Source: an optimization exercise on an open RTL-to-GDS flow (aim: small area, a short achievable clock period and few clock cycles per item). Production flows keep margins and buffers that such runs may drop.
At most, simulation tests tie the RTL to the original design; equivalence was not proved.
Only the layout flow was run in runs 1 to 3; the RTL was not checked for function there.

[flow/config.mk]
export PLATFORM = sky130hd
export DESIGN_NAME = adc_calibrate_deadzone_detect
export DESIGN_NICKNAME = adc_calibrate_deadzone_detect
export VERILOG_FILES = /design/flow/design.v
export SDC_FILE = /design/flow/constraint.sdc
export NUM_CORES = 4
export LEC_CHECK = 0
export CAP_MARGIN = 20
export CORE_MARGIN = 2
export CORE_UTILIZATION = 50
export SETUP_SLACK_MARGIN = 3.3
export SLEW_MARGIN = 20
export TNS_END_PERCENT = 10
[flow/constraint.sdc]
create_clock -name core_clock -period 6.0 [get_ports {clk_i}]
set_input_delay 1.2000 -clock core_clock [delete_from_list [all_inputs] [get_ports {clk_i}]]
set_output_delay 1.2000 -clock core_clock [all_outputs]
set_load 0.01 [all_outputs]
[flow/design.v]
`timescale 1ns / 1ps
package adcd_pkg;
  localparam int CHANNELS    = 4;
  localparam int SAMPLE_BITS = 12;
  localparam int CFG_IDX_W = 3;
  localparam logic [CFG_IDX_W-1:0] REG_MIN_BASE = 3'd0;
  localparam logic [CFG_IDX_W-1:0] REG_MAX      = 3'd4;
  localparam logic [CFG_IDX_W-1:0] REG_CENTER   = 3'd5;
  localparam logic [CFG_IDX_W-1:0] REG_DEAD     = 3'd6;
  localparam int MAX_RESET    = 3000;
  localparam int CENTER_RESET = 2048;
  localparam int DEAD_RESET   = 200;
  function automatic int min_reset(input int ch);
    case (ch)
      0, 1:    min_reset = 8;
      2, 3:    min_reset = 7;
      default: min_reset = 0;
    endcase
  endfunction
  localparam int DIV_STEPS = 6;
  localparam logic [DIV_STEPS:0] DIV_REGS = 7'b111_1111;
  localparam bit IN_REG = 1'b0;
  localparam int K_SHARE = 6;
  function automatic int num_regs(input logic [DIV_STEPS:0] m);
    num_regs = 0;
    for (int i = 0; i <= DIV_STEPS; i++) num_regs = num_regs + int'(m[i]);
  endfunction
  localparam int DIV_STAGES  = num_regs(DIV_REGS);
  localparam int PIPE_STAGES = DIV_STAGES + int'(IN_REG);
endpackage
`timescale 1ns / 1ps
module adcd_lane #(
  parameter int SAMPLE_BITS = adcd_pkg::SAMPLE_BITS
) (
  input  logic                    clk_i,
  input  logic                    en_i,
  input  logic [SAMPLE_BITS-1:0]  raw_i,    
  input  logic [SAMPLE_BITS-1:0]  lo_i,
  input  logic [SAMPLE_BITS-1:0]  hi_i,
  output logic [SAMPLE_BITS-1:0]  quo_o     
);
  localparam int SB = SAMPLE_BITS;
  localparam int NSTEP = adcd_pkg::DIV_STEPS;
  localparam logic [NSTEP:0] REGS = adcd_pkg::DIV_REGS;
  localparam int NK = (NSTEP + adcd_pkg::K_SHARE - 1) / adcd_pkg::K_SHARE;
  logic [SB-1:0] dm1;
  logic          span;
  logic [SB-1:0] k1_q;
  logic          span_q;
  logic [SB+1:0] k3;
  assign {span, dm1} = {1'b0, hi_i} + {1'b0, ~lo_i};
  assign k3          = {2'b00, k1_q} + {1'b0, k1_q, 1'b0} + (SB+2)'(2);
  always_ff @(posedge clk_i) begin
    k1_q   <= dm1;
    span_q <= span;
  end
  logic [NK-1:0][SB-1:0] nk1_q;
  logic [NK-1:0][SB+1:0] nk3_q;
  always_ff @(posedge clk_i) begin
    nk1_q[0] <= ~dm1;
    nk3_q[0] <= ~k3;
  end
  for (genvar i = 1; i < NK; i++) begin : g_kc
    always_ff @(posedge clk_i) begin
      nk1_q[i] <= nk1_q[i-1];
      nk3_q[i] <= nk3_q[i-1];
    end
  end
  logic [SB-1:0] k1s;
  logic          spans;
  logic [SB-1:0] nk1s;
  if (adcd_pkg::IN_REG) begin : g_ks_reg
    assign k1s   = k1_q;
    assign spans = span_q;
    assign nk1s  = nk1_q[0];
  end else begin : g_ks_comb
    assign k1s   = dm1;
    assign spans = span;
    assign nk1s  = ~dm1;
  end
  logic [SB-1:0] d1;
  logic          raw_gt_lo;
  logic          raw_ge_hi;
  logic          zero;
  logic [SB-1:0] rem0, low0;
  assign {raw_gt_lo, d1} = {1'b0, raw_i} + {1'b0, ~lo_i};
  assign raw_ge_hi       = (raw_i >= hi_i);
  assign zero            = !raw_gt_lo || !spans;
  always_comb begin
    if (zero) begin
      rem0 = '0;
      low0 = '0;
    end else if (raw_ge_hi) begin
      rem0 = k1s;
      low0 = nk1s;
    end else begin
      rem0 = d1;
      low0 = ~d1;
    end
  end
  logic [NSTEP:0][SB-1:0] rem_c, nq_c;    
  logic [NSTEP:0][SB-1:0] rem_p, nq_p;    
  assign rem_c[0] = rem0;
  assign nq_c[0]  = low0;
  for (genvar j = 0; j <= NSTEP; j++) begin : g_pos
    if (REGS[j]) begin : g_reg
      logic [SB-1:0] nq_r;
      always_ff @(posedge clk_i) begin
        if (en_i) nq_r <= nq_c[j];
      end
      assign nq_p[j] = nq_r;
      if (j < NSTEP) begin : g_rem
        logic [SB-1:0] rem_r;
        always_ff @(posedge clk_i) begin
          if (en_i) rem_r <= rem_c[j];
        end
        assign rem_p[j] = rem_r;
      end else begin : g_norem
        assign rem_p[j] = '0;
      end
    end else begin : g_wire
      assign rem_p[j] = rem_c[j];
      assign nq_p[j]  = nq_c[j];
    end
    if (j < NSTEP) begin : g_step
      logic [SB+1:0] x, s1, s2, s3;
      logic          c1, c2, c3;
      logic [SB-1:0] nk1;
      logic [SB+1:0] nk3;
      logic          h0, h1, h2, h3;
      assign nk1      = nk1_q[j / adcd_pkg::K_SHARE];
      assign nk3      = nk3_q[j / adcd_pkg::K_SHARE];
      assign x        = {rem_p[j], nq_p[j][SB-1:SB-2]};
      assign {c1, s1} = {1'b0, x} + {3'b011, nk1};
      assign {c2, s2} = {1'b0, x} + {2'b01, nk1, 1'b0};
      assign {c3, s3} = {1'b0, x} + {1'b0, nk3};
      assign h3 = c3;
      assign h2 = c2 && !c3;
      assign h1 = c1 && !c2;
      assign h0 = !c1;
      assign rem_c[j+1] = ({SB{h3}} & s3[SB-1:0]) | ({SB{h2}} & s2[SB-1:0]) |
                          ({SB{h1}} & s1[SB-1:0]) | ({SB{h0}} & x[SB-1:0]);
      assign nq_c[j+1] = {nq_p[j][SB-3:0], c2, c3 || (c1 && !c2)};
    end
  end
  assign quo_o = nq_p[NSTEP];
endmodule
`timescale 1ns / 1ps
module adcd_merge #(
  parameter int SAMPLE_BITS = adcd_pkg::SAMPLE_BITS
) (
  input  logic                                           clk_i,
  input  logic                                           rst_ni,
  input  logic [SAMPLE_BITS-1:0]                         center_i,
  input  logic [SAMPLE_BITS-1:0]                         dead_i,
  input  logic                                           valid_i,    
  input  logic [adcd_pkg::CHANNELS-1:0][SAMPLE_BITS-1:0] scaled_i,
  input  logic                                           out_stall_i,
  input  logic                                           hold_i,     
  output logic                                           run_o,
  output logic                                           stall_o,
  output logic                                           out_valid_o,
  output logic [adcd_pkg::CHANNELS-1:0][SAMPLE_BITS-1:0] scaled_o,
  output logic                                           active_o,
  output logic                                           neutral_event_o
);
  localparam int SB = SAMPLE_BITS;
  localparam int CH = adcd_pkg::CHANNELS;
  localparam int W  = CH * SB + 2;
  logic [SB:0]   upper_q;
  logic [SB-1:0] lower_q;
  logic          lower_ok_q;
  always_ff @(posedge clk_i) begin
    upper_q    <= {1'b0, center_i} + {1'b0, dead_i};
    lower_q    <= center_i - dead_i;
    lower_ok_q <= (center_i > dead_i);
  end
  logic [CH-1:0] over;
  for (genvar ch = 0; ch < CH; ch++) begin : g_over
    assign over[ch] = ({1'b0, scaled_i[ch]} > upper_q) ||
                      (lower_ok_q && (scaled_i[ch] < lower_q));
  end
  logic run_q, stall_q, ov_q, sv_q, idle_seen_q;
  logic ov_d, sv_d;
  logic act, evt, inc, pop;
  logic [W-1:0] res, o_q, s_q;
  assign act = |over;
  assign evt = !act && !idle_seen_q;
  assign res = {scaled_i, act, evt};
  assign inc = run_q && valid_i;
  assign pop = ov_q && !out_stall_i;
  always_comb begin
    if (!ov_q) begin
      ov_d = inc;
      sv_d = 1'b0;
    end else if (pop) begin
      ov_d = sv_q || inc;
      sv_d = sv_q && inc;
    end else begin
      ov_d = 1'b1;
      sv_d = sv_q || inc;
    end
  end
  always_ff @(posedge clk_i or negedge rst_ni) begin
    if (!rst_ni) begin
      run_q       <= 1'b1;
      stall_q     <= 1'b1;
      ov_q        <= 1'b0;
      sv_q        <= 1'b0;
      idle_seen_q <= 1'b0;
    end else begin
      run_q   <= !sv_d;
      stall_q  <= sv_d || hold_i;
      ov_q    <= ov_d;
      sv_q    <= sv_d;
      if (inc) idle_seen_q <= !act;
    end
  end
  always_ff @(posedge clk_i) begin
    if (!ov_q || pop) o_q <= (sv_q ? s_q : res);
    if (ov_q && (pop ? sv_q : !sv_q)) s_q <= res;
  end
  assign run_o           = run_q;
  assign stall_o         = stall_q;
  assign out_valid_o     = ov_q;
  assign active_o        = o_q[1];
  assign neutral_event_o = o_q[0];
  for (genvar ch = 0; ch < CH; ch++) begin : g_out
    assign scaled_o[ch] = o_q[2 + ch*SB +: SB];
  end
endmodule
`timescale 1ns / 1ps
module adc_calibrate_deadzone_detect #(
  parameter int SAMPLE_BITS = adcd_pkg::SAMPLE_BITS
) (
  input  logic                           clk_i,
  input  logic                           rst_ni,
  input  logic                           cfg_we_i,
  input  logic [adcd_pkg::CFG_IDX_W-1:0] cfg_idx_i,
  input  logic [SAMPLE_BITS-1:0]         cfg_data_i,
  input  logic                           in_valid_i,
  output logic                           in_stall_o,
  input  logic [SAMPLE_BITS-1:0]         sample_ch0_i,
  input  logic [SAMPLE_BITS-1:0]         sample_ch1_i,
  input  logic [SAMPLE_BITS-1:0]         sample_ch2_i,
  input  logic [SAMPLE_BITS-1:0]         sample_ch3_i,
  output logic                           out_valid_o,
  input  logic                           out_stall_i,
  output logic [SAMPLE_BITS-1:0]         scaled_ch0_o,
  output logic [SAMPLE_BITS-1:0]         scaled_ch1_o,
  output logic [SAMPLE_BITS-1:0]         scaled_ch2_o,
  output logic [SAMPLE_BITS-1:0]         scaled_ch3_o,
  output logic                           active_o,
  output logic                           neutral_event_o
);
  localparam int CH = adcd_pkg::CHANNELS;
  localparam int NS = adcd_pkg::PIPE_STAGES;
  logic [CH-1:0][SAMPLE_BITS-1:0] min_q;
  logic [SAMPLE_BITS-1:0]         max_q;
  logic [SAMPLE_BITS-1:0]         center_q;
  logic [SAMPLE_BITS-1:0]         dead_q;
  for (genvar ch = 0; ch < CH; ch++) begin : g_min
    always_ff @(posedge clk_i or negedge rst_ni) begin
      if (!rst_ni) begin
        min_q[ch] <= SAMPLE_BITS'(adcd_pkg::min_reset(ch));
      end else if (cfg_we_i &&
                   cfg_idx_i == adcd_pkg::REG_MIN_BASE + adcd_pkg::CFG_IDX_W'(ch)) begin
        min_q[ch] <= cfg_data_i;
      end
    end
  end
  always_ff @(posedge clk_i or negedge rst_ni) begin
    if (!rst_ni) begin
      max_q    <= SAMPLE_BITS'(adcd_pkg::MAX_RESET);
      center_q <= SAMPLE_BITS'(adcd_pkg::CENTER_RESET);
      dead_q   <= SAMPLE_BITS'(adcd_pkg::DEAD_RESET);
    end else if (cfg_we_i) begin
      case (cfg_idx_i)
        adcd_pkg::REG_MAX:    max_q    <= cfg_data_i;
        adcd_pkg::REG_CENTER: center_q <= cfg_data_i;
        adcd_pkg::REG_DEAD:   dead_q   <= cfg_data_i;
        default: ;
      endcase
    end
  end
  logic                           run;
  logic [CH-1:0][SAMPLE_BITS-1:0] raw_q;
  logic [NS-1:0]                  valid_q;
  if (adcd_pkg::IN_REG) begin : g_in_reg
    always_ff @(posedge clk_i) begin
      if (run) begin
        raw_q[0] <= sample_ch0_i;
        raw_q[1] <= sample_ch1_i;
        raw_q[2] <= sample_ch2_i;
        raw_q[3] <= sample_ch3_i;
      end
    end
  end else begin : g_in_wire
    assign raw_q[0] = sample_ch0_i;
    assign raw_q[1] = sample_ch1_i;
    assign raw_q[2] = sample_ch2_i;
    assign raw_q[3] = sample_ch3_i;
  end
  always_ff @(posedge clk_i or negedge rst_ni) begin
    if (!rst_ni) begin
      valid_q <= '0;
    end else if (run) begin
      valid_q <= NS'({valid_q, in_valid_i && !in_stall_o});
    end
  end
  logic [CH-1:0][SAMPLE_BITS-1:0] lane_scaled;
  for (genvar ch = 0; ch < CH; ch++) begin : g_lane
    adcd_lane #(
      .SAMPLE_BITS(SAMPLE_BITS)
    ) u_lane (
      .clk_i (clk_i),
      .en_i  (run),
      .raw_i (raw_q[ch]),
      .lo_i  (min_q[ch]),
      .hi_i  (max_q),
      .quo_o (lane_scaled[ch])
    );
  end
  logic [CH-1:0][SAMPLE_BITS-1:0] out_scaled;
  adcd_merge #(
    .SAMPLE_BITS(SAMPLE_BITS)
  ) u_merge (
    .clk_i          (clk_i),
    .rst_ni         (rst_ni),
    .center_i       (center_q),
    .dead_i         (dead_q),
    .valid_i        (valid_q[NS-1]),
    .scaled_i       (lane_scaled),
    .out_stall_i    (out_stall_i),
    .hold_i         (cfg_we_i && !adcd_pkg::IN_REG),
    .run_o          (run),
    .stall_o        (in_stall_o),
    .out_valid_o    (out_valid_o),
    .scaled_o       (out_scaled),
    .active_o       (active_o),
    .neutral_event_o(neutral_event_o)
  );
  assign scaled_ch0_o = out_scaled[0];
  assign scaled_ch1_o = out_scaled[1];
  assign scaled_ch2_o = out_scaled[2];
  assign scaled_ch3_o = out_scaled[3];
endmodule
[flow/run.sh]
#!/bin/bash
# synth_recipe.tcl (not shown) runs the flow's synth.tcl, then flattens the netlist and writes it again
# the make line also repeats each setting of config.mk as NAME=value (left out here)
make -C /OpenROAD-flow-scripts/flow DESIGN_CONFIG=/design/flow/config.mk WORK_HOME=/design/flow/orfs CLKGATE_MAP_FILE= SYNTH_SCRIPT=/design/flow/synth_recipe.tcl finish
==> results of run 1 <==
worst max-delay path, delay by kind of cell:
family                     cells  cell delay, ps
buffers and inverters          1             660
muxes                          1             140
adders and majority gates      1             270
AOI/OAI and AO/OA              2             410
and+or+nand+nor                4             710
xor gates and xnor gates       1             170
through the flow:
step | hold slack, ps | util | std cells | instance area (sq um)
floorplan | 361 | - | 7708 | 77800
global placement | 372 | 0.530 | 9866 | 81900
detailed placement | 375 | 0.530 | 9866 | 81900
CTS | 383 | 0.583 | 10300 | 90000
global route | 389 | 0.607 | 10600 | 93700
finish | 383 | 0.607 | 10600 | 93800
per-layer routing:
| metal | global-route usage | wire (um) |
|---|---|---|
| met5 | 0 | 65 |
| met4 | 0.105 | 9680 |
| met3 | 0.0444 | 17000 |
| met2 | 0.468 | 109000 |
| met1 | 0.418 | 110000 |
cell type report:
class | count | area (sq um)
inverters | 464 | 1800
flip-flops and latches | 997 | 27900
clock buffers | 161 | 3250
repair inverters | 1 | 7.51
well taps | 2044 | 2560
repair buffers | 673 | 6130
diodes | 10 | 25.0
fillers | 12700 | 60600
clock inverters | 47 | 404
multi-input cells | 6182 | 51700
Yosys cell counts, drive strengths merged (23+ instances only):
cell type,n
inv,464
a21oi,513
nand3,144
a222oi,67
a21boi,28
o211ai,69
nor3,168
mux2i,30
nor2,466
fa,74
ha,1251
o21ai,519
dfxtp,177
clkbuf,68
edfxtp,724
a221oi,39
nand2b,85
o21a,102
a211o,29
a31o,37
o21bai,74
or2,40
o31ai,38
o31a,34
a21o,234
or3,48
a211oi,95
xor2,228
a31oi,49
mux2,106
nor2b,194
and3,44
and2,23
dfrtp,75
a22oi,118
nand4,55
nand2,442
o2111ai,43
xnor2,404
sequential cells by signal (all words and copies together) (netlist names), 48 cells and up:
register / cells
u_merge.o_q: 50
g_lane.u_lane.g_pos.g_reg.nq_r: 336
g_lane.u_lane.k1_q: 48
g_lane.u_lane.nk3_q: 56
min_q: 48
g_lane.u_lane.nk1_q: 48
u_merge.s_q: 50
g_lane.u_lane.g_pos.g_reg.g_rem.rem_r: 288
cells by family after synthesis:
kind of cell             count (synthesis)
XOR/XNOR                               632
AND/OR/NAND/NOR                       1792
AO/OA/AOI/OAI                         2271
flip-flops                             997
buffers and inverters                  554
adder cells (fa/ha/maj)               1326
multiplexers                           136
how the worst max path moves through the flow:
stage,startpoint,endpoint,slack [ps],cells after the start
3_3_place_gp,sample_ch3_i[0],g_lane[3].u_lane.g_pos[0].g_reg.nq_r[10],1440,12
4_1_cts,g_lane[2].u_lane.nk3_q[1],g_lane[2].u_lane.g_pos[2].g_reg.g_rem.rem_r[1],3040,11
5_1_grt,g_lane[1].u_lane.nk1_q[1],g_lane[1].u_lane.g_pos[5].g_reg.g_rem.rem_r[4],2890,12
6_report,sample_ch0_i[2],g_lane[0].u_lane.g_pos[0].g_reg.nq_r[10],2930,10
3_5_place_dp,sample_ch3_i[0],g_lane[3].u_lane.g_pos[0].g_reg.g_rem.rem_r[0],1410,12
2_1_floorplan,u_merge.run_q,u_merge.stall_q,880,6
timing repair:
| action | in CTS | in global routing |
|---|---|---|
| setup endpoints to repair | 537 | 511 |
| gates cloned | 23 | 15 |
| pin swaps | 162 | 223 |
| setup buffers | 241 | 216 |
| gates resized for setup | 651 | 443 |
==> results.yml, run 1 <==
floorplanning:
  die_h_um: 399
  fp-row-count: 144
  core_area_sq_mm: 0.154
  design.die.area_sq_mm: 0.159
  die_w_um: 399
  start_util: 0.504
  io_pins: 120
clocking:
  clk_path_buf_depth: 3
  cts_tree: "built"
  cts.sinks: 997
  htree_levels: 3
  clockRootBuffer: "clkbuf_16"
  clk_latency_ps: 740
  ctsHoldBuffers: 0
  cts-buffers-inserted: 112
  path_clk_slew_ps: 60
synth:
  yosys.area_share.simple: 0.112
  avgSynthCellArea_sq_um: 10.1
  synth_top_family_by_area: "adder cells"
  postSynthCellCount: 7708
  synth_compound_area_frac: 0.195
  yosysWarnings: 3
  synth.top_cell.area_share: 0.279
  syn_area_sq_mm: 0.0778
  synth_area_leaders: "edfxtp_1 (28%), ha_1 (20%), dfxtp_1 (4.6%)"
  synth_xor_area_frac: 0.0711
  synth-async-reset-ratio: 0.0963
  synth-adder-area-share: 0.220
  yosys_register_bits: 997
  yosysSeqAreaShare: 0.356
  synth_cell_types: 90
  yosysTopAreaCell: "edfxtp_1"
  synth_edf_count: 724
  synthMuxAreaShare: 0.0192
  ys.flop_type: "edfxtp_1"
  syn-num-nets: 9101
min_path:
  whs_path_depth: 1
  min_from: "g_lane[0].u_lane.k1_q[0]"
  hold_path.class: "flop to flop"
  hold_path_end: "g_lane[0].u_lane.nk3_q[0]"
sta:
  setup_tns_ps: 0
  setup_ws_ps: 2930
  finalSetupViolCount: 0
  slew_headroom: 0.305
  hold_viol: 0
  fmax_mhz: 325
  rsz0062_at_grt: "yes"
  finClkSkew_ps: 38.7
  finalMaxSlewViolations: 0
  period_needed_ps: 3070
  post-route-period-util: 0.512
  worst_slew_pin_slew_ps: 1040
run_status:
  status: "finished clean"
detailed_routing:
  post_drt_via_cell_ratio: 6.13
  wl_per_cell_um: 23.2
  wl_mm: 246
  drcViolationCount: 0
  drt_iter0_drc: 5863
  detail-route-antenna-nets: 0
  vias: 64800
  dr.pass1.iters: 9
critical_path:
  crit_type: "input port to flop"
  rr_endpoint: "g_lane[2].u_lane.g_pos[1].g_reg.g_rem.rem_r[6]"
  r2r_start: "g_lane[2].u_lane.nk1_q[3]"
  critPathSlowestCell: "clkdlybuf4s50_1"
  path_cells: "clkdlybuf4s50_1 > ha_4 > nor2b_2 > o31ai_2 > a21oi_1 > nand4_1 > and4b_1 > xnor2_1 > mux2i_1 > nor2b_1"
  crit_required_ps: 6500
  endpoint_kind: "flop"
  worst_ep_arrival_time_ps: 3570
  slowest_delay_ps: 660
  crit_fanout: 4
  reg2reg_slack_ps: 2950
  ff2ff_path_depth: 10
  crit_path_start_kind: "input port"
global_routing:
  grt_antenna_before_repair: 22
  grt_overflow: 0
  grt_pass1_wl_mm: 366
  grt_max_degree: 122
  grt_usage: 0.298
  grt_pass1_vias: 62200
cells_and_area:
  layout-drive-gt1-share: 0.189
  area_delta_synth_final_pct: 20.5
  layout_common_cells: "ha_1 (1172), edfxtp_1 (724), a21oi_1 (454)"
  final_nets: 9824
  final_common_cell: "ha_1"
placement:
  place_ws_ps: 1410
  hpwl_mm: 175
  numPortBuffers: 119
  gp_congestion: 0.929
run:
  maxCapViolCount: 0
==> run 2, diff against run 1 <==
--- a/flow/design.v
+++ b/flow/design.v
@@ -20,5 +20,5 @@
   localparam int DIV_STEPS = 6;
-  localparam logic [DIV_STEPS:0] DIV_REGS = 7'b111_1111;
+  localparam logic [DIV_STEPS:0] DIV_REGS = 7'b011_1111;
   localparam bit IN_REG = 1'b0;
-  localparam int K_SHARE = 6;
+  localparam int K_SHARE = 3;
   function automatic int num_regs(input logic [DIV_STEPS:0] m);
@@ -51,3 +51,15 @@
   assign {span, dm1} = {1'b0, hi_i} + {1'b0, ~lo_i};
-  assign k3          = {2'b00, k1_q} + {1'b0, k1_q, 1'b0} + (SB+2)'(2);
+  logic [SB-1:0] k1s;
+  logic          spans;
+  logic [SB-1:0] nk1s;
+  if (adcd_pkg::IN_REG) begin : g_ks_reg
+    assign k1s   = k1_q;
+    assign spans = span_q;
+    assign nk1s  = nk1_q[0];
+  end else begin : g_ks_comb
+    assign k1s   = dm1;
+    assign spans = span;
+    assign nk1s  = ~dm1;
+  end
+  assign k3 = {2'b00, k1s} + {1'b0, k1s, 1'b0} + (SB+2)'(2);
   always_ff @(posedge clk_i) begin
@@ -68,14 +80,2 @@
   end
-  logic [SB-1:0] k1s;
-  logic          spans;
-  logic [SB-1:0] nk1s;
-  if (adcd_pkg::IN_REG) begin : g_ks_reg
-    assign k1s   = k1_q;
-    assign spans = span_q;
-    assign nk1s  = nk1_q[0];
-  end else begin : g_ks_comb
-    assign k1s   = dm1;
-    assign spans = span;
-    assign nk1s  = ~dm1;
-  end
   logic [SB-1:0] d1;
@@ -158,3 +158,2 @@
   input  logic                                           out_stall_i,
-  input  logic                                           hold_i,     
   output logic                                           run_o,
@@ -206,3 +205,3 @@
       run_q       <= 1'b1;
-      stall_q     <= 1'b1;
+      stall_q     <= 1'b0;
       ov_q        <= 1'b0;
@@ -212,3 +211,3 @@
       run_q   <= !sv_d;
-      stall_q  <= sv_d || hold_i;
+      stall_q <= sv_d;
       ov_q    <= ov_d;
@@ -307,3 +306,3 @@
     end else if (run) begin
-      valid_q <= NS'({valid_q, in_valid_i && !in_stall_o});
+      valid_q <= NS'({valid_q, in_valid_i});
     end
@@ -334,3 +333,2 @@
     .out_stall_i    (out_stall_i),
-    .hold_i         (cfg_we_i && !adcd_pkg::IN_REG),
     .run_o          (run),
--- a/flow/config.mk
+++ b/flow/config.mk
@@ -12,2 +12 @@
 export SLEW_MARGIN = 20
-export TNS_END_PERCENT = 10
==> results.yml, run 2 <==
run_status:
  status: "finished clean"
placement:
  numPortBuffers: 119
  place_ws_ps: 1480
  placed_area_sq_mm: 0.0811
  post-place-cells: 9576
  hpwl_mm: 173
  gp_congestion: 0.918
cells_and_area:
  largestRegisters: "g_lane.u_lane.g_pos.g_reg.g_rem.rem_r (288), g_lane.u_lane.g_pos.g_reg.nq_r (288), g_lane.u_lane.nk3_q (104)"
  layout_common_cells: "ha_1 (968), buf_4 (677), edfxtp_1 (676)"
  final_common_cell: "ha_1"
  fill_cells: 11200
  layout-drive-gt1-share: 0.319
  final_nets: 10000
  area_delta_synth_final_pct: 34.7
  final_cells: 10800
  fin_area_sq_mm: 0.103
sta:
  period_needed_ps: 3920
  hold_viol: 0
  rsz0062_at_grt: "yes"
  slew_headroom: 0.315
  finalMaxSlewViolations: 0
  finClkSkew_ps: 23.5
  finalSetupViolCount: 0
  post-route-period-util: 0.654
  worst_slew_pin_slew_ps: 1030
  fmax_mhz: 255
  setup_tns_ps: 0
  setup_ws_ps: 2080
critical_path:
  crit_path_start_kind: "flop"
  crit_fanout: 3
  slowest_delay_ps: 420
  cp_common_cell: "o21a_1"
  path_cells: "ha_1 > a31o_2 > a21o_1 > a21oi_2 > o21a_1 > o21ai_4 > a21oi_2 > a211o_1 > inv_2 > ha_2 > nor2b_1 > o21a_1 > o21a_1 > o2111ai_2 > a211o_1 > o41ai_2 > nand2_1 > mux2_4"
  path_buf_inv: 1
  crit_type: "flop to flop"
  endpoint_kind: "flop"
  critPathSlowestCell: "edfxtp_1"
  crit_required_ps: 6500
  worst_ep_arrival_time_ps: 4420
  crit_family: "compound AO/OA/AOI/OAI gates"
global_routing:
  grt_antenna_before_repair: 15
  grt_max_degree: 151
  grt_pass1_wl_mm: 378
  grt_usage: 0.307
  grt_pass1_vias: 65700
  grt_overflow: 0
clocking:
  htree_levels: 3
  clk_path_buf_depth: 3
  clockRootBuffer: "clkbuf_16"
  cts.sinks: 995
  clk_latency_ps: 750
  cts-buffers-inserted: 117
  cts_tree: "built"
  path_clk_slew_ps: 60
synth:
  yosys_register_bits: 995
  synth.most_common_cell: "ha_1"
  synth-async-reset-ratio: 0.0945
  syn_area_sq_mm: 0.0767
  yosysWarnings: 3
  yosysTopAreaCell: "edfxtp_1"
  synth.top_cell.area_share: 0.265
  syn-num-nets: 8878
  synth_cell_types: 96
  synth_area_leaders: "edfxtp_1 (26%), ha_1 (20%), dfxtp_1 (5.9%)"
  postSynthCellCount: 7508
  yosysSeqAreaShare: 0.354
  synth_edf_count: 676
  synthTopCellsByCount: "ha_1 (1228), edfxtp_1 (676), a21oi_1 (555)"
  avgSynthCellArea_sq_um: 10.2
  ys.flop_type: "edfxtp_1"
min_path:
  hold_path.class: "flop to flop"
floorplanning:
  fp-row-count: 143
  die_w_um: 396
  core_area_sq_mm: 0.152
  design.die.area_sq_mm: 0.157
  die_h_um: 396
  io_pins: 120
  start_util: 0.504
detailed_routing:
  drt_iter0_drc: 4909
  wl_mm: 255
  detail-route-antenna-nets: 0
  post_drt_via_cell_ratio: 6.13
  vias: 66100
  drcViolationCount: 0
  dr.pass1.iters: 6
  wl_per_cell_um: 23.6
run:
  maxCapViolCount: 0
## run 2: final cells by class
type                            instances  area, sq um  area share
Timing Repair Buffer                 1106        10300       0.100
Antenna cell                            8         20.0    0.000194
Sequential cell                       995        27400       0.265
Inverter                              392         1550      0.0150
Clock buffer                          154         3300      0.0319
Multi-Input combinational cell       6036        57500       0.556
Tap cell                             2030         2540      0.0246
Clock inverter                         69          718     0.00695
## run 2: timing repair
action	in CTS	in global routing
setup buffers	686	256
hold buffers	0	0
resized for setup	1540	690
endpoints found under the setup margin	479	408
pin swaps	844	605
gates cloned	30	11
## run 2: path summary, 6_finish.rpt
path | start | end | slack [ps] | cells past startpoint
max in group asynchronous | rst_ni | max_q[1] | 4310 | 2
max | g_lane[2].u_lane.g_pos[5].g_reg.g_rem.rem_r[0] | u_merge.o_q[1] | 2080 | 18
min | g_lane[2].u_lane.g_pos[3].g_reg.nq_r[4] | g_lane[2].u_lane.g_pos[4].g_reg.nq_r[6] | 410 | 0
max reg2reg | g_lane[2].u_lane.g_pos[5].g_reg.g_rem.rem_r[0] | u_merge.o_q[1] | 2080 | 18
min reg2reg | g_lane[2].u_lane.g_pos[3].g_reg.nq_r[4] | g_lane[2].u_lane.g_pos[4].g_reg.nq_r[6] | 410 | 0
min in group asynchronous | rst_ni | valid_q[1] | 430 | 1
## run 2: routing by layer
| layer | vias up | share of wire | routed length, um | global-route usage |
|---|---|---|---|---|
| li1 | 31000 | - | - | - |
| met5 | - | 0.00017 | 42 | 0 |
| met3 | 643 | 0.060 | 15200 | 0.0412 |
| met2 | 2122 | 0.48 | 122000 | 0.524 |
| met4 | 8 | 0.046 | 11700 | 0.119 |
| met1 | 32300 | 0.42 | 106000 | 0.394 |
## run 2: worst reg2reg max path, cell delays in order, from the launching register on
cell       delay (ps)
edfxtp_1          420
ha_1              310
a31o_2            210
a21o_1            190
a21oi_2           150
o21a_1            190
o21ai_4            70
a21oi_2           120
a211o_1           210
inv_2             110
ha_2              190
nor2b_1           100
o21a_1            120
o21a_1            140
o2111ai_2         130
a211o_1           330
o41ai_2           200
nand2_1           160
mux2_4            300
## run 2: kinds of logic (layout without fill, tap and decap cells)
logic type	count (synthesis)	count (layout)	share of synthesized area
mux	147	147	0.0209
simple gates	1498	1511	0.0919
fa+ha+maj	1303	1303	0.220
other cells	0	8	0
buf+inv	503	1721	0.0254
compound gates	2414	2427	0.214
flops	995	995	0.354
xor+xnor	648	648	0.0740
## run 2: stage by stage
stage	hold WS (ps)	util
2_1_floorplan	375	-
3_3_place_gp	401	0.533
3_5_place_dp	405	0.533
4_1_cts	407	0.641
5_1_grt	414	0.679
6_report	410	0.679
==> run 3, diff against run 2 <==
--- a/flow/design.v
+++ b/flow/design.v
@@ -20,5 +20,6 @@
   localparam int DIV_STEPS = 6;
-  localparam logic [DIV_STEPS:0] DIV_REGS = 7'b011_1111;
+  localparam logic [DIV_STEPS:0] DIV_REGS = 7'b111_1111;
   localparam bit IN_REG = 1'b0;
-  localparam int K_SHARE = 3;
+  localparam bit PREFIX_KS = 1'b0;
+  localparam int K_SHARE = 6;
   function automatic int num_regs(input logic [DIV_STEPS:0] m);
@@ -51,15 +52,3 @@
   assign {span, dm1} = {1'b0, hi_i} + {1'b0, ~lo_i};
-  logic [SB-1:0] k1s;
-  logic          spans;
-  logic [SB-1:0] nk1s;
-  if (adcd_pkg::IN_REG) begin : g_ks_reg
-    assign k1s   = k1_q;
-    assign spans = span_q;
-    assign nk1s  = nk1_q[0];
-  end else begin : g_ks_comb
-    assign k1s   = dm1;
-    assign spans = span;
-    assign nk1s  = ~dm1;
-  end
-  assign k3 = {2'b00, k1s} + {1'b0, k1s, 1'b0} + (SB+2)'(2);
+  assign k3          = {2'b00, k1_q} + {1'b0, k1_q, 1'b0} + (SB+2)'(2);
   always_ff @(posedge clk_i) begin
@@ -80,2 +69,14 @@
   end
+  logic [SB-1:0] k1s;
+  logic          spans;
+  logic [SB-1:0] nk1s;
+  if (adcd_pkg::IN_REG) begin : g_ks_reg
+    assign k1s   = k1_q;
+    assign spans = span_q;
+    assign nk1s  = nk1_q[0];
+  end else begin : g_ks_comb
+    assign k1s   = dm1;
+    assign spans = span;
+    assign nk1s  = ~dm1;
+  end
   logic [SB-1:0] d1;
@@ -133,5 +134,5 @@
       assign x        = {rem_p[j], nq_p[j][SB-1:SB-2]};
-      assign {c1, s1} = {1'b0, x} + {3'b011, nk1};
-      assign {c2, s2} = {1'b0, x} + {2'b01, nk1, 1'b0};
-      assign {c3, s3} = {1'b0, x} + {1'b0, nk3};
+      adcd_add #(.W(SB+2)) u_a1 (.a_i(x), .b_i({2'b11, nk1}),       .s_o(s1), .c_o(c1));
+      adcd_add #(.W(SB+2)) u_a2 (.a_i(x), .b_i({1'b1, nk1, 1'b0}), .s_o(s2), .c_o(c2));
+      adcd_add #(.W(SB+2)) u_a3 (.a_i(x), .b_i(nk3),                .s_o(s3), .c_o(c3));
       assign h3 = c3;
@@ -147,2 +148,29 @@
 endmodule
+module adcd_add #(
+  parameter int W = 14
+) (
+  input  logic [W-1:0] a_i,
+  input  logic [W-1:0] b_i,
+  output logic [W-1:0] s_o,
+  output logic         c_o
+);
+  localparam int L = $clog2(W);
+  logic [L:0][W-1:0] g, p;
+  assign g[0] = a_i & b_i;
+  assign p[0] = a_i ^ b_i;
+  for (genvar l = 0; l < L; l++) begin : g_lvl
+    for (genvar i = 0; i < W; i++) begin : g_bit
+      localparam int K = adcd_pkg::PREFIX_KS ? i - (1 << l) : ((i >> l) << l) - 1;
+      if (adcd_pkg::PREFIX_KS ? (i >= (1 << l)) : ((i >> l) & 1)) begin : g_node
+        assign g[l+1][i] = g[l][i] | (p[l][i] & g[l][K]);
+        assign p[l+1][i] = p[l][i] & p[l][K];
+      end else begin : g_pass
+        assign g[l+1][i] = g[l][i];
+        assign p[l+1][i] = p[l][i];
+      end
+    end
+  end
+  assign s_o = p[0] ^ {g[L][W-2:0], 1'b0};
+  assign c_o = g[L][W-1];
+endmodule
 `timescale 1ns / 1ps
@@ -158,2 +186,3 @@
   input  logic                                           out_stall_i,
+  input  logic                                           hold_i,     
   output logic                                           run_o,
@@ -205,3 +234,3 @@
       run_q       <= 1'b1;
-      stall_q     <= 1'b0;
+      stall_q     <= 1'b1;
       ov_q        <= 1'b0;
@@ -211,3 +240,3 @@
       run_q   <= !sv_d;
-      stall_q <= sv_d;
+      stall_q  <= sv_d || hold_i;
       ov_q    <= ov_d;
@@ -306,3 +335,3 @@
     end else if (run) begin
-      valid_q <= NS'({valid_q, in_valid_i});
+      valid_q <= NS'({valid_q, in_valid_i && !in_stall_o});
     end
@@ -333,2 +362,3 @@
     .out_stall_i    (out_stall_i),
+    .hold_i         (cfg_we_i && !adcd_pkg::IN_REG),
     .run_o          (run),
--- a/flow/config.mk
+++ b/flow/config.mk
@@ -12 +12,2 @@
 export SLEW_MARGIN = 20
+export TNS_END_PERCENT = 10
==> results.yml, run 3 <==
run_status:
  status: "finished clean"
synth:
  synth_top_family_by_area: "adder cells"
  ys.flop_type: "edfxtp_1"
  syn-num-nets: 8520
  synth_xor_area_frac: 0.0591
  synthMuxAreaShare: 0.0170
  yosys_register_bits: 997
  synth_compound_area_frac: 0.169
  syn_area_sq_mm: 0.0758
  synth_cell_types: 98
  yosysSeqAreaShare: 0.365
  synthTopCellsByCount: "ha_1 (1210), edfxtp_1 (724), inv_1 (509)"
  postSynthCellCount: 7008
  yosysTopAreaCell: "edfxtp_1"
  synth.most_common_cell: "ha_1"
  synth-adder-area-share: 0.262
  synth-async-reset-ratio: 0.0963
  avgSynthCellArea_sq_um: 10.8
  synth.top_cell.area_share: 0.287
  synth_edf_count: 724
  synth_area_leaders: "edfxtp_1 (29%), ha_1 (20%), fa_1 (6.2%)"
  yosys.area_share.simple: 0.0946
  yosysWarnings: 3
cells_and_area:
  final_nets: 9077
  largest_reg_flops: 336
  utilization: 0.599
  layout-drive-gt1-share: 0.178
  area_delta_synth_final_pct: 18.6
  final_cells: 9685
  largestRegisters: "g_lane.u_lane.g_pos.g_reg.nq_r (336), g_lane.u_lane.g_pos.g_reg.g_rem.rem_r (288), g_lane.u_lane.nk3_q (56)"
  final_common_cell: "ha_1"
  regMostFlops: "g_lane.u_lane.g_pos.g_reg.nq_r"
  layout_common_cells: "ha_1 (1152), edfxtp_1 (724), inv_1 (476)"
  fill_cells: 12400
  fin_area_sq_mm: 0.0899
detailed_routing:
  wl_mm: 221
  post_drt_via_cell_ratio: 5.94
  drcViolationCount: 0
  wl_per_cell_um: 22.8
  vias: 57600
  detail-route-antenna-nets: 0
  dr.pass1.iters: 8
  drt_iter0_drc: 4347
placement:
  hpwl_mm: 160
  numPortBuffers: 119
  placed_area_sq_mm: 0.0794
  post-place-cells: 9081
  gp_congestion: 0.901
min_path:
  whs_path_depth: 1
  hold_path.class: "flop to flop"
  hold_path_end: "g_lane[0].u_lane.nk3_q[0]"
  min_from: "g_lane[0].u_lane.k1_q[0]"
sta:
  setup_tns_ps: 0
  worst_slew_pin_slew_ps: 1010
  finalMaxSlewViolations: 0
  finClkSkew_ps: 34.1
  rsz0062_at_grt: "yes"
  post-route-period-util: 0.530
  fmax_mhz: 315
  hold_viol: 0
  slew_headroom: 0.324
  finalSetupViolCount: 0
  period_needed_ps: 3180
global_routing:
  grt_overflow: 0
  grt_antenna_before_repair: 19
  grt_pass1_vias: 56900
  grt_max_degree: 166
  grt_pass1_wl_mm: 335
  grt_usage: 0.277
floorplanning:
  fp-row-count: 142
  die_h_um: 393
  start_util: 0.505
  die_w_um: 393
  design.die.area_sq_mm: 0.155
  io_pins: 120
  core_area_sq_mm: 0.150
critical_path:
  crit_required_ps: 6460
  endpoint_kind: "flop"
  worst_ep_arrival_time_ps: 3640
  crit_path_start_kind: "flop"
  r2r_start: "g_lane[0].u_lane.g_pos[4].g_reg.g_rem.rem_r[0]"
  rr_endpoint: "g_lane[0].u_lane.g_pos[5].g_reg.g_rem.rem_r[11]"
  crit_type: "flop to flop"
  ff2ff_path_depth: 9
  reg2reg_slack_ps: 2820
  crit_fanout: 9
clocking:
  htree_levels: 3
  clk_latency_ps: 760
  path_clk_slew_ps: 60
  cts_tree: "built"
  cts-buffers-inserted: 115
  clockRootBuffer: "clkbuf_16"
  ctsHoldBuffers: 0
  cts.sinks: 997
  clk_path_buf_depth: 3
run:
  maxCapViolCount: 0
==> run 3: cell types whose count changed in the layout (fill, tap and decap cells not counted), sizes merged, moves of 105 or more <==
cell   previous run  this run
inv             399       504
a21o            301       165
a21oi           559       358
nand2           409       286
fa               74       234
xnor2           399       252
buf             984       415
==> run 3: metrics by stage <==
step                hold WS [ps]  worst slack, ps
finish                       385             2820
global route                 401             2740
CTS                          378             2910
detailed placement           369             1440
global placement             369             1510
floorplan                    361              877
==> run 3: cells by family (layout without fill, tap and decap cells) <==
kind of cell / count (synthesis) / after routing
compound gates: 1866 / 1871
xor+xnor: 512 / 512
fa+ha+maj: 1445 / 1445
buf+inv: 621 / 1258
flops: 997 / 997
mux: 117 / 117
other cells: 0 / 5
simple gates: 1450 / 1464
==> run 3: worst max-delay path by stage <==
stage / from / endpoint / slack (ps) / cells after the start
after CTS: g_lane[2].u_lane.g_pos[3].g_reg.g_rem.rem_r[0] / g_lane[2].u_lane.g_pos[4].g_reg.g_rem.rem_r[1] / 2910 / 9
final: g_lane[0].u_lane.g_pos[4].g_reg.g_rem.rem_r[0] / g_lane[0].u_lane.g_pos[5].g_reg.g_rem.rem_r[11] / 2820 / 9
after global placement: sample_ch3_i[0] / flop / 1510 / 11
after global routing: g_lane[1].u_lane.g_pos[2].g_reg.nq_r[10] / g_lane[1].u_lane.g_pos[3].g_reg.g_rem.rem_r[2] / 2740 / 14
after floorplan: u_merge.run_q / u_merge.stall_q / 880 / 6
after detailed placement: sample_ch3_i[0] / flop / 1440 / 11
==> run 3: timing repair <==
action                                  in CTS  in global routing
buffers inserted                           236                115
resized for setup                          528                314
pin swaps                                  155                128
endpoints found under the hold margin        0                  0
endpoints found under the setup margin     529                543
gates cloned                                23                  9
==> run 3: worst max-delay path, cell delays in order (launching register included) <==
cell and delay (ps):
edfxtp_1 480, ha_1 360, a211oi_1 350, o21ai_0 170, o21ai_1 290, nor4b_4 350, o31ai_4 180, and2_2 290
a222oi_1 280, o31ai_1 150
==> run 3: final cells by class <==
class                      instances  area [sq um]  share of cell area
clock buffer                     158          3330              0.0370
clock inverter                    58           636             0.00707
timing repair buffer             533          4900              0.0545
multi-input combinational       5409         48700               0.541
antenna                            5          12.5            0.000139
inverter                         509          1970              0.0219
sequential                       997         27900               0.310
tap                             2016          2520              0.0281
==> run 3: per-layer routing <==
layer | vias up | track usage | part of all wire
met4 | 16 | 0.0788 | 0.032
met2 | 1673 | 0.432 | 0.44
met1 | 28100 | 0.396 | 0.46
met3 | 380 | 0.0451 | 0.064
li1 | 27400 | - | -
met5 | - | 0 | 0.00046
==> run 4, diff against run 3 <==
--- a/flow/design.v
+++ b/flow/design.v
@@ -106,3 +106,16 @@
   for (genvar j = 0; j <= NSTEP; j++) begin : g_pos
-    if (REGS[j]) begin : g_reg
+    if (REGS[j] && j == 0) begin : g_reg0
+      logic [SB-1:0] rem_r;
+      logic [1:0]    top_r;
+      logic          zero_r;
+      always_ff @(posedge clk_i) begin
+        if (en_i) begin
+          rem_r  <= rem_c[0];
+          top_r  <= nq_c[0][SB-1:SB-2];
+          zero_r <= zero;
+        end
+      end
+      assign rem_p[0] = rem_r;
+      assign nq_p[0]  = {top_r, ~rem_r[SB-3:0] & {(SB-2){!zero_r}}};
+    end else if (REGS[j]) begin : g_reg
       logic [SB-1:0] nq_r;
==> results.yml, run 4 <==
clocking:
  clockRootBuffer: "clkbuf_16"
  cts.sinks: 961
  cts-buffers-inserted: 109
  clk_latency_ps: 770
  path_clk_slew_ps: 60
  clk_path_buf_depth: 3
  cts_tree: "built"
  htree_levels: 3
sta:
  finalMaxSlewViolations: 0
  rsz0062_at_grt: "yes"
  finClkSkew_ps: 36.9
  finalSetupViolCount: 0
  post-route-period-util: 0.511
  slew_headroom: 0.343
  setup_tns_ps: 0
  setup_ws_ps: 2940
  period_needed_ps: 3060
  hold_viol: 0
  fmax_mhz: 326
  worst_slew_pin_slew_ps: 985
  hold_slack_ps: 384
min_path:
  whs_path_depth: 1
  min_from: "g_lane[1].u_lane.k1_q[0]"
  hold_path.class: "flop to flop"
  hold_path_end: "g_lane[1].u_lane.nk3_q[0]"
critical_path:
  crit_family: "compound AO/OA/AOI/OAI gates"
  crit_type: "input port to flop"
  crit_path_start_kind: "input port"
  critPathSlowestCell: "o41a_1"
  slowest_delay_ps: 450
  crit_required_ps: 6490
  reg2reg_slack_ps: 2940
  worst_ep_arrival_time_ps: 3560
  r2r_start: "g_lane[1].u_lane.g_pos[0].g_reg0.rem_r[0]"
  ff2ff_path_depth: 11
  path_cells: "buf_2 > ha_4 > fa_2 > a21oi_2 > o211ai_1 > o41a_1 > a21o_1 > a21oi_2 > o21ai_1 > o211ai_1 > buf_4 > a211oi_1"
  endpoint_kind: "flop"
  crit_fanout: 5
  path_buf_inv: 2
synth:
  synth.top_cell.area_share: 0.279
  synth-async-reset-ratio: 0.0999
  synth_area_leaders: "edfxtp_1 (28%), ha_1 (20%), fa_1 (6.3%)"
  yosys.area_share.simple: 0.0927
  yosysWarnings: 3
  synth-adder-area-share: 0.268
  synth_xor_area_frac: 0.0601
  synth_top_family_by_area: "adder cells"
  synth.most_common_cell: "ha_1"
  syn_area_sq_mm: 0.0740
  postSynthCellCount: 6942
  synthMuxAreaShare: 0.0203
  yosysTopAreaCell: "edfxtp_1"
  syn-num-nets: 8456
  synth_edf_count: 688
  yosys_register_bits: 961
  ys.flop_type: "edfxtp_1"
  avgSynthCellArea_sq_um: 10.7
  synth_cell_types: 84
  yosysSeqAreaShare: 0.360
  synthTopCellsByCount: "ha_1 (1212), edfxtp_1 (688), nor2_1 (554)"
  synth_compound_area_frac: 0.169
detailed_routing:
  vias: 56900
  post_drt_via_cell_ratio: 5.97
  dr.pass1.iters: 6
  wl_per_cell_um: 22.9
  drt_iter0_drc: 4238
  wl_mm: 218
  drcViolationCount: 0
  detail-route-antenna-nets: 0
floorplanning:
  start_util: 0.502
  core_area_sq_mm: 0.147
  die_w_um: 389
  die_h_um: 389
  io_pins: 120
  design.die.area_sq_mm: 0.151
  fp-row-count: 141
cells_and_area:
  final_cells: 9534
  largestRegisters: "g_lane.u_lane.g_pos.genblk1.g_reg.nq_r (288), g_lane.u_lane.g_pos.genblk1.g_reg.g_rem.rem_r (240), g_lane.u_lane.nk3_q (56)"
  fill_cells: 12100
  utilization: 0.599
  layout_common_cells: "ha_1 (1157), edfxtp_1 (688), nor2_1 (520)"
  final_nets: 9017
  regMostFlops: "g_lane.u_lane.g_pos.genblk1.g_reg.nq_r"
  area_delta_synth_final_pct: 19.3
  final_common_cell: "ha_1"
  largest_reg_flops: 288
  layout-drive-gt1-share: 0.177
  fin_area_sq_mm: 0.0883
global_routing:
  grt_pass1_wl_mm: 329
  grt_overflow: 0
  grt_pass1_vias: 55700
  grt_usage: 0.281
  grt_antenna_before_repair: 15
  grt_max_degree: 146
run_status:
  status: "finished clean"
placement:
  hpwl_mm: 158
  place_ws_ps: 1400
  placed_area_sq_mm: 0.0777
  numPortBuffers: 119
  post-place-cells: 8944
  gp_congestion: 0.885
run:
  maxCapViolCount: 0
-- run 4: kinds of logic (layout without fill, tap and decap cells) --
group | count (synthesis) | in the layout
xor+xnor | 508 | 508
flops | 961 | 961
buf+inv | 585 | 1226
mux | 138 | 138
simple gates | 1450 | 1454
compound gates | 1853 | 1863
fa+ha+maj | 1447 | 1447
other cells | 0 | 7
-- run 4: layer usage --
layer | track usage | part of all wire | wire length [um] | up-vias
li1 | - | - | - | 27100
met1 | 0.398 | 0.46 | 99700 | 27800
met2 | 0.445 | 0.45 | 98100 | 1597
met3 | 0.0361 | 0.061 | 13300 | 360
met4 | 0.0915 | 0.032 | 6920 | 8
met5 | 0 | 0.00022 | 49 | -
-- run 4: worst max-delay path by stage --
stage	start	to	slack, ps	cells after the start
6_report	sample_ch3_i[0]	g_lane[3].u_lane.g_pos[0].g_reg0.rem_r[2]	2940	12
5_1_grt	min_q[36]	g_lane[3].u_lane.g_pos[0].g_reg0.rem_r[0]	2830	12
4_1_cts	max_q[0]	g_lane[1].u_lane.g_pos[0].g_reg0.rem_r[10]	2920	11
3_5_place_dp	sample_ch3_i[0]	g_lane[3].u_lane.g_pos[0].g_reg0.rem_r[2]	1400	12
3_3_place_gp	sample_ch3_i[0]	g_lane[3].u_lane.g_pos[0].g_reg0.rem_r[4]	1380	11
2_1_floorplan	u_merge.run_q	u_merge.stall_q	1080	6
-- run 4: worst register-to-register path, delay by kind of cell (launching register included) --
| family | cells | cell delay (ps) |
|---|---|---|
| compound gates | 6 | 1480 |
| flops | 1 | 500 |
| fa+ha+maj | 1 | 310 |
| buf+inv | 2 | 330 |
| simple gates | 2 | 180 |
-- run 4: layout make-up --
| class | instances | area, sq um | area share |
|---|---|---|---|
| multi-input cells | 5410 | 48600 | 0.550 |
| repair buffers | 530 | 4760 | 0.0539 |
| diodes | 7 | 17.5 | 0.000198 |
| well taps | 1930 | 2410 | 0.0274 |
| flip-flops and latches | 961 | 26800 | 0.304 |
| inverters | 491 | 1910 | 0.0217 |
| clock buffers | 129 | 2870 | 0.0325 |
| clock inverters | 76 | 923 | 0.0105 |
-- run 4: repair_timing --
item | CTS | global route
pin swaps | 185 | 161
gates resized for setup | 595 | 297
endpoints found under the setup margin | 454 | 457
hold buffers | 0 | 0
gates cloned | 16 | 7
hold endpoints to repair | 0 | 0
buffers inserted | 229 | 126
Testbench counts of run 4, summed over its fixed seeds: cycles 5,120, items 4,096.
==> run 5, diff against run 4 <==
--- a/flow/design.v
+++ b/flow/design.v
@@ -52,6 +52,11 @@
   assign {span, dm1} = {1'b0, hi_i} + {1'b0, ~lo_i};
-  assign k3          = {2'b00, k1_q} + {1'b0, k1_q, 1'b0} + (SB+2)'(2);
-  always_ff @(posedge clk_i) begin
-    k1_q   <= dm1;
-    span_q <= span;
+  assign k3          = {2'b00, ~nk1_q[0]} + {1'b0, ~nk1_q[0], 1'b0} + (SB+2)'(2);
+  if (adcd_pkg::IN_REG) begin : g_k1_reg
+    always_ff @(posedge clk_i) begin
+      k1_q   <= dm1;
+      span_q <= span;
+    end
+  end else begin : g_k1_none
+    assign k1_q   = '0;
+    assign span_q = 1'b0;
   end
==> results.yml, run 5 <==
synth:
  yosys_register_bits: 913
  avgSynthCellArea_sq_um: 10.7
  synth_edf_count: 688
  synth_cell_types: 96
  synth.most_common_cell: "ha_1"
  syn_area_sq_mm: 0.0731
  synth-async-reset-ratio: 0.105
  yosysTopAreaCell: "edfxtp_1"
  ys.flop_type: "edfxtp_1"
  syn-num-nets: 8322
  synth_area_leaders: "edfxtp_1 (28%), ha_1 (21%), fa_1 (6.4%)"
  yosysWarnings: 3
  synth.top_cell.area_share: 0.282
  synthTopCellsByCount: "ha_1 (1208), edfxtp_1 (688), nor2_1 (456)"
  yosysSeqAreaShare: 0.351
  postSynthCellCount: 6812
critical_path:
  endpoint_kind: "flop"
  slowest_delay_ps: 400
  worst_ep_arrival_time_ps: 3500
  crit_family: "simple AND/OR/NAND/NOR gates"
  crit_path_start_kind: "input port"
  worst-path-stages: 11
  crit_required_ps: 6480
  crit_fanout: 8
  r2r_start: "min_q[24]"
  crit_type: "input port to flop"
  path_buf_inv: 1
  critPathSlowestCell: "fa_2"
  ff2ff_path_depth: 11
  rr_endpoint: "g_lane[2].u_lane.g_pos[0].g_reg0.rem_r[4]"
  path_cells: "buf_2 > ha_4 > fa_2 > a211oi_2 > nor2_1 > nor4_1 > nor3_1 > a211o_1 > or3_4 > o211ai_4 > nor2b_1"
  reg2reg_slack_ps: 2980
cells_and_area:
  fin_area_sq_mm: 0.0886
  area_delta_synth_final_pct: 21.2
  largest_reg_flops: 288
  regMostFlops: "g_lane.u_lane.g_pos.genblk1.g_reg.nq_r"
  largestRegisters: "g_lane.u_lane.g_pos.genblk1.g_reg.nq_r (288), g_lane.u_lane.g_pos.genblk1.g_reg.g_rem.rem_r (240), g_lane.u_lane.nk3_q (56)"
  layout-drive-gt1-share: 0.203
  layout_common_cells: "ha_1 (1152), edfxtp_1 (688), nor2_1 (438)"
  final_common_cell: "ha_1"
  final_nets: 8977
global_routing:
  grt_usage: 0.285
  grt_antenna_before_repair: 16
  grt_overflow: 0
  grt_pass1_vias: 56200
  grt_max_degree: 148
  grt_pass1_wl_mm: 333
sta:
  slew_headroom: 0.286
  finalSetupViolCount: 0
  hold_viol: 0
  setup_tns_ps: 0
  period_needed_ps: 3020
  finClkSkew_ps: 21.2
  worst_slew_pin_slew_ps: 1060
  finalMaxSlewViolations: 0
  fmax_mhz: 331
  setup_ws_ps: 2980
  hold_slack_ps: 387
  post-route-period-util: 0.504
  rsz0062_at_grt: "yes"
detailed_routing:
  post_drt_via_cell_ratio: 6.04
  wl_per_cell_um: 23.3
  dr.pass1.iters: 6
  detail-route-antenna-nets: 0
  vias: 57300
  drcViolationCount: 0
  drt_iter0_drc: 4464
  wl_mm: 221
clocking:
  htree_levels: 3
  clockRootBuffer: "clkbuf_16"
  clk_latency_ps: 740
  cts-buffers-inserted: 107
  path_clk_slew_ps: 60
  cts_tree: "built"
  cts.sinks: 913
  clk_path_buf_depth: 3
  ctsHoldBuffers: 0
placement:
  gp_congestion: 0.916
  place_ws_ps: 1580
  numPortBuffers: 119
  hpwl_mm: 156
  placed_area_sq_mm: 0.0768
min_path:
  hold_path.class: "input port to asynchronous set/reset pin"
floorplanning:
  design.die.area_sq_mm: 0.149
  die_h_um: 386
  core_area_sq_mm: 0.145
  io_pins: 120
  fp-row-count: 140
  die_w_um: 386
  start_util: 0.503
run_status:
  status: "finished clean"
run:
  maxCapViolCount: 0
==> run 5: changes by cell type in the layout (fill, tap and decap cells not counted), sizes merged, moves of 58 or more <==
cell	before	now
buf	411	506
nor2	557	463
inv	481	398
o21ai	399	464
xnor2	201	263
a211o	104	46
==> run 5: final cells by class <==
cell class | instances | area [sq um]
repair buffers | 624 | 5800
clock buffers | 133 | 2900
fillers | 11800 | 56700
flip-flops and latches | 913 | 25800
inverters | 422 | 1710
well taps | 1917 | 2400
multi-input cells | 5399 | 49100
diodes | 4 | 10.0
clock inverters | 69 | 880
==> run 5: metal layers <==
metal	global-route usage	vias to the layer above	share of wire
li1	-	27000	-
met5	0	-	0.00045
met4	0.0971	18	0.034
met2	0.448	1813	0.45
met1	0.402	28000	0.45
met3	0.0426	440	0.064
==> run 5: worst max-delay path by stage <==
stage                          startpoint                                   endpoint
final                     sample_ch2_i[0]  g_lane[2].u_lane.g_pos[0].g_reg0.rem_r[4]
after global routing             max_q[1]  g_lane[1].u_lane.g_pos[0].g_reg0.top_r[1]
after CTS                       min_q[36]  g_lane[3].u_lane.g_pos[0].g_reg0.rem_r[2]
after detailed placement  sample_ch0_i[0]  g_lane[0].u_lane.g_pos[0].g_reg0.top_r[1]
after global placement    sample_ch1_i[0]  g_lane[1].u_lane.g_pos[0].g_reg0.top_r[1]
after floorplan             u_merge.run_q                            u_merge.stall_q
==> run 5: cells by family (layout without fill, tap and decap cells) <==
| family | Yosys count | count (layout) | synth area share |
|---|---|---|---|
| AOI/OAI and AO/OA | 1858 | 1875 | 0.173 |
| adders and majority gates | 1443 | 1443 | 0.271 |
| and+or+nand+nor | 1405 | 1407 | 0.0921 |
| DFF | 913 | 913 | 0.351 |
| xor gates and xnor gates | 536 | 536 | 0.0642 |
| buffers and inverters | 519 | 1248 | 0.0285 |
| muxes | 138 | 138 | 0.0207 |
| other | 0 | 4 | 0 |
==> run 5: worst register-to-register path, delay by kind of cell, from the launching register on <==
kind                     cells  cell delay [ps]
flip-flops                   1              540
adder cells (fa/ha/maj)      2              560
buffers and inverters        1               50
AO/OA/AOI/OAI                3              660
AND/OR/NAND/NOR              5              950
==> run 5: stage by stage <==
stage / instances / util
floorplan: 6812 / -
global placement: 8813 / 0.528
detailed placement: 8813 / 0.528
CTS: 9290 / 0.586
global route: 9479 / 0.610
finish: 9481 / 0.610
==> run 5: what timing repair did <==
item | 4_1_cts | 5_1_grt
endpoints found under the setup margin | 486 | 491
gates resized for setup | 565 | 426
buffers inserted | 256 | 179
pin swaps | 181 | 201
cloned | 19 | 8
Testbench counts of run 5, summed over its fixed seeds: cycles 5,120, items 4,096.
==> run 6, diff against run 5 <==
--- a/flow/config.mk
+++ b/flow/config.mk
@@ -9,3 +9,4 @@
 export CORE_MARGIN = 2
-export CORE_UTILIZATION = 50
+export CORE_UTILIZATION = 60
+export PLACE_DENSITY = 0.72
 export SETUP_SLACK_MARGIN = 3.3
==> results.yml, run 6 <==
floorplanning:
  fp-row-count: 128
  die_h_um: 353
  design.die.area_sq_mm: 0.125
  io_pins: 120
  core_area_sq_mm: 0.121
  start_util: 0.603
  die_w_um: 353
global_routing:
  grt_antenna_before_repair: 19
  grt_overflow: 0
  grt_max_degree: 175
  grt_pass1_vias: 57300
  grt_pass1_wl_mm: 325
  grt_usage: 0.332
cells_and_area:
  fin_area_sq_mm: 0.0876
  layout_common_cells: "ha_1 (1153), edfxtp_1 (688), nor2_1 (439)"
  largest_reg_flops: 288
  final_common_cell: "ha_1"
  fill_cells: 8447
  largestRegisters: "g_lane.u_lane.g_pos.genblk1.g_reg.nq_r (288), g_lane.u_lane.g_pos.genblk1.g_reg.g_rem.rem_r (240), g_lane.u_lane.nk3_q (56)"
  layout-drive-gt1-share: 0.195
  utilization: 0.722
  final_nets: 8958
  regMostFlops: "g_lane.u_lane.g_pos.genblk1.g_reg.nq_r"
  area_delta_synth_final_pct: 19.8
clocking:
  ctsHoldBuffers: 0
  clockRootBuffer: "clkbuf_16"
  cts_tree: "built"
  cts.sinks: 913
  clk_latency_ps: 730
  path_clk_slew_ps: 60
  htree_levels: 3
  cts-buffers-inserted: 102
  clk_path_buf_depth: 3
synth:
  avgSynthCellArea_sq_um: 10.7
  synth_area_leaders: "edfxtp_1 (28%), ha_1 (21%), fa_1 (6.4%)"
  yosysTopAreaCell: "edfxtp_1"
  synth.top_cell.area_share: 0.282
  yosysSeqAreaShare: 0.351
  yosysWarnings: 3
  synthTopCellsByCount: "ha_1 (1208), edfxtp_1 (688), nor2_1 (456)"
  postSynthCellCount: 6812
  synth.most_common_cell: "ha_1"
  synth_edf_count: 688
  syn_area_sq_mm: 0.0731
  yosys_register_bits: 913
  syn-num-nets: 8322
  synth-async-reset-ratio: 0.105
  synth_cell_types: 96
  ys.flop_type: "edfxtp_1"
detailed_routing:
  met2_length_mm: 97.6
  drt_iter0_drc: 5879
  dr_wl_met3_mm: 19.2
  vias: 58800
  drcViolationCount: 0
  dr.pass1.iters: 6
  detail-route-antenna-nets: 0
  wl_mm: 217
  post_drt_via_cell_ratio: 6.41
  wl_met1_mm: 90.9
  wl_per_cell_um: 23.7
  highest_layer: "met5"
critical_path:
  crit_type: "flop to flop"
  reg2reg_slack_ps: 2910
  crit_fanout: 3
  endpoint_kind: "flop"
  critPathLaunch: "g_lane[1].u_lane.g_pos[0].g_reg0.top_r[0]"
  worst_ep_arrival_time_ps: 3520
  ff2ff_path_depth: 13
  r2r_start: "g_lane[1].u_lane.g_pos[0].g_reg0.top_r[0]"
  crit_required_ps: 6440
  crit_path_start_kind: "flop"
sta:
  post-route-period-util: 0.514
  setup_tns_ps: 0
  finalSetupViolCount: 0
  worst_slew_pin_slew_ps: 1070
  period_needed_ps: 3090
  finClkSkew_ps: 32.8
  hold_viol: 0
  finalMaxSlewViolations: 0
  rsz0062_at_grt: "yes"
  fmax_mhz: 324
  slew_headroom: 0.288
run:
  maxCapViolCount: 0
placement:
  gp_congestion: 0.927
  placed_area_sq_mm: 0.0764
  numPortBuffers: 119
  hpwl_mm: 151
run_status:
  status: "finished clean"
min_path:
  hold_path.class: "flop to flop"
  min_from: "g_lane[1].u_lane.g_pos[5].genblk1.g_reg.nq_r[3]"
[run 6: cell counts after synthesis]
Identical to the previous run, type by type.
[run 6: kinds of logic (layout without fill, tap and decap cells)]
family	Yosys count	in the layout	share of synthesized area
flip-flops	913	913	0.351
other	0	8	0
AO/OA/AOI/OAI	1858	1877	0.173
buffers and inverters	519	1223	0.0285
XOR/XNOR	536	536	0.0642
adder cells (fa/ha/maj)	1443	1443	0.271
multiplexers	138	138	0.0207
AND/OR/NAND/NOR	1405	1405	0.0921
[run 6: through the flow]
stage	worst slack (ps)	instances	hold slack, ps
after floorplan	1090	6812	400
after global placement	1600	8512	401
after detailed placement	1610	8513	405
after CTS	2860	8946	410
after global routing	2800	9162	415
final	2910	9168	411
[run 6: worst min-delay path by stage]
stage	to	slack, ps	cells past startpoint
finish	g_lane[1].u_lane.g_pos[6].genblk1.g_reg.nq_r[5]	410	0
global route	g_lane[2].u_lane.g_pos[2].genblk1.g_reg.nq_r[10]	420	0
CTS	g_lane[2].u_lane.g_pos[2].genblk1.g_reg.nq_r[8]	410	0
detailed placement	g_lane[0].u_lane.g_pos[4].genblk1.g_reg.nq_r[4]	400	0
global placement	g_lane[2].u_lane.g_pos[2].genblk1.g_reg.nq_r[11]	400	0
floorplan	g_lane[0].u_lane.g_pos[2].genblk1.g_reg.nq_r[10]	400	0
[run 6: layer usage]
layer  global-route usage  up-vias
li1                     -    26900
met5                    0        -
met3               0.0518      624
met4                0.126       20
met2                0.525     2612
met1                0.462    28600
[run 6: cell type report]
class,count,area [sq um],share of cell area
diodes,8,20.0,0.000228
clock buffers,139,2910,0.0332
clock inverters,52,612,0.00698
inverters,422,1690,0.0193
multi-input cells,5399,49100,0.560
flip-flops and latches,913,25800,0.295
well taps,1625,2030,0.0232
repair buffers,610,5490,0.0626
[run 6: timing repair]
item                                    4_1_cts  5_1_grt
setup buffers                               231      202
endpoints found under the setup margin      436      454
pin swaps                                   120      215
cloned                                       11       12
endpoints found under the hold margin         0        0
resized for setup                           448      464
[run 6: worst max-delay path: stages, from the launching register on]
cell and delay, ps:
edfxtp_1 470, ha_2 230, inv_2 40, fa_2 410
nand2b_4 170, a21oi_4 170, o41ai_4 100, buf_4 170
inv_1 70, a21oi_2 50, fa_2 520, nor2_1 50
a21oi_1 170, o221ai_1 160

## what the ideal ports hide
The flow's constraints put no driver on any port. The routed layouts listed below were extracted and timed again, unchanged, in two steps. Step 1: set_driving_cell puts a clkbuf_16 on clk_i and a buf_2 on each other input, an assumption about the parent block. Step 2 moves the port delays by t, midway between the first and last clock arrival at a register: inputs arrive t later, outputs are due t later. That takes back most of the time a late clock gives input paths. a / b / c = ideal ports / drivers / drivers and shift; a / b = the first two.
run | shift t [ns] | slack for setup (ns) | worst slew at a driven data input, ns | pins driven straight from the clock port
run 1 | 0.802 | 2.927 / 2.947 / 2.178 | 0.22 | 1
run 2 | 0.836 | 2.079 / 2.079 / 2.079 | 0.19 | 1
run 3 | 0.830 | 2.822 / 2.822 / 2.152 | 0.21 | 1
run 4 | 0.828 | 2.937 / 2.897 / 2.069 | 0.21 | 1
run 5 | 0.820 | 2.976 / 2.923 / 2.226 | 0.21 | 1
run 6 | 0.794 | 2.914 / 2.914 / 2.175 | 0.21 | 1
After both steps setup and hold are still met in every run listed. The setup slack of run 4, which loses most, moves by -0.040 ns with the drivers and by -0.868 ns with both steps.
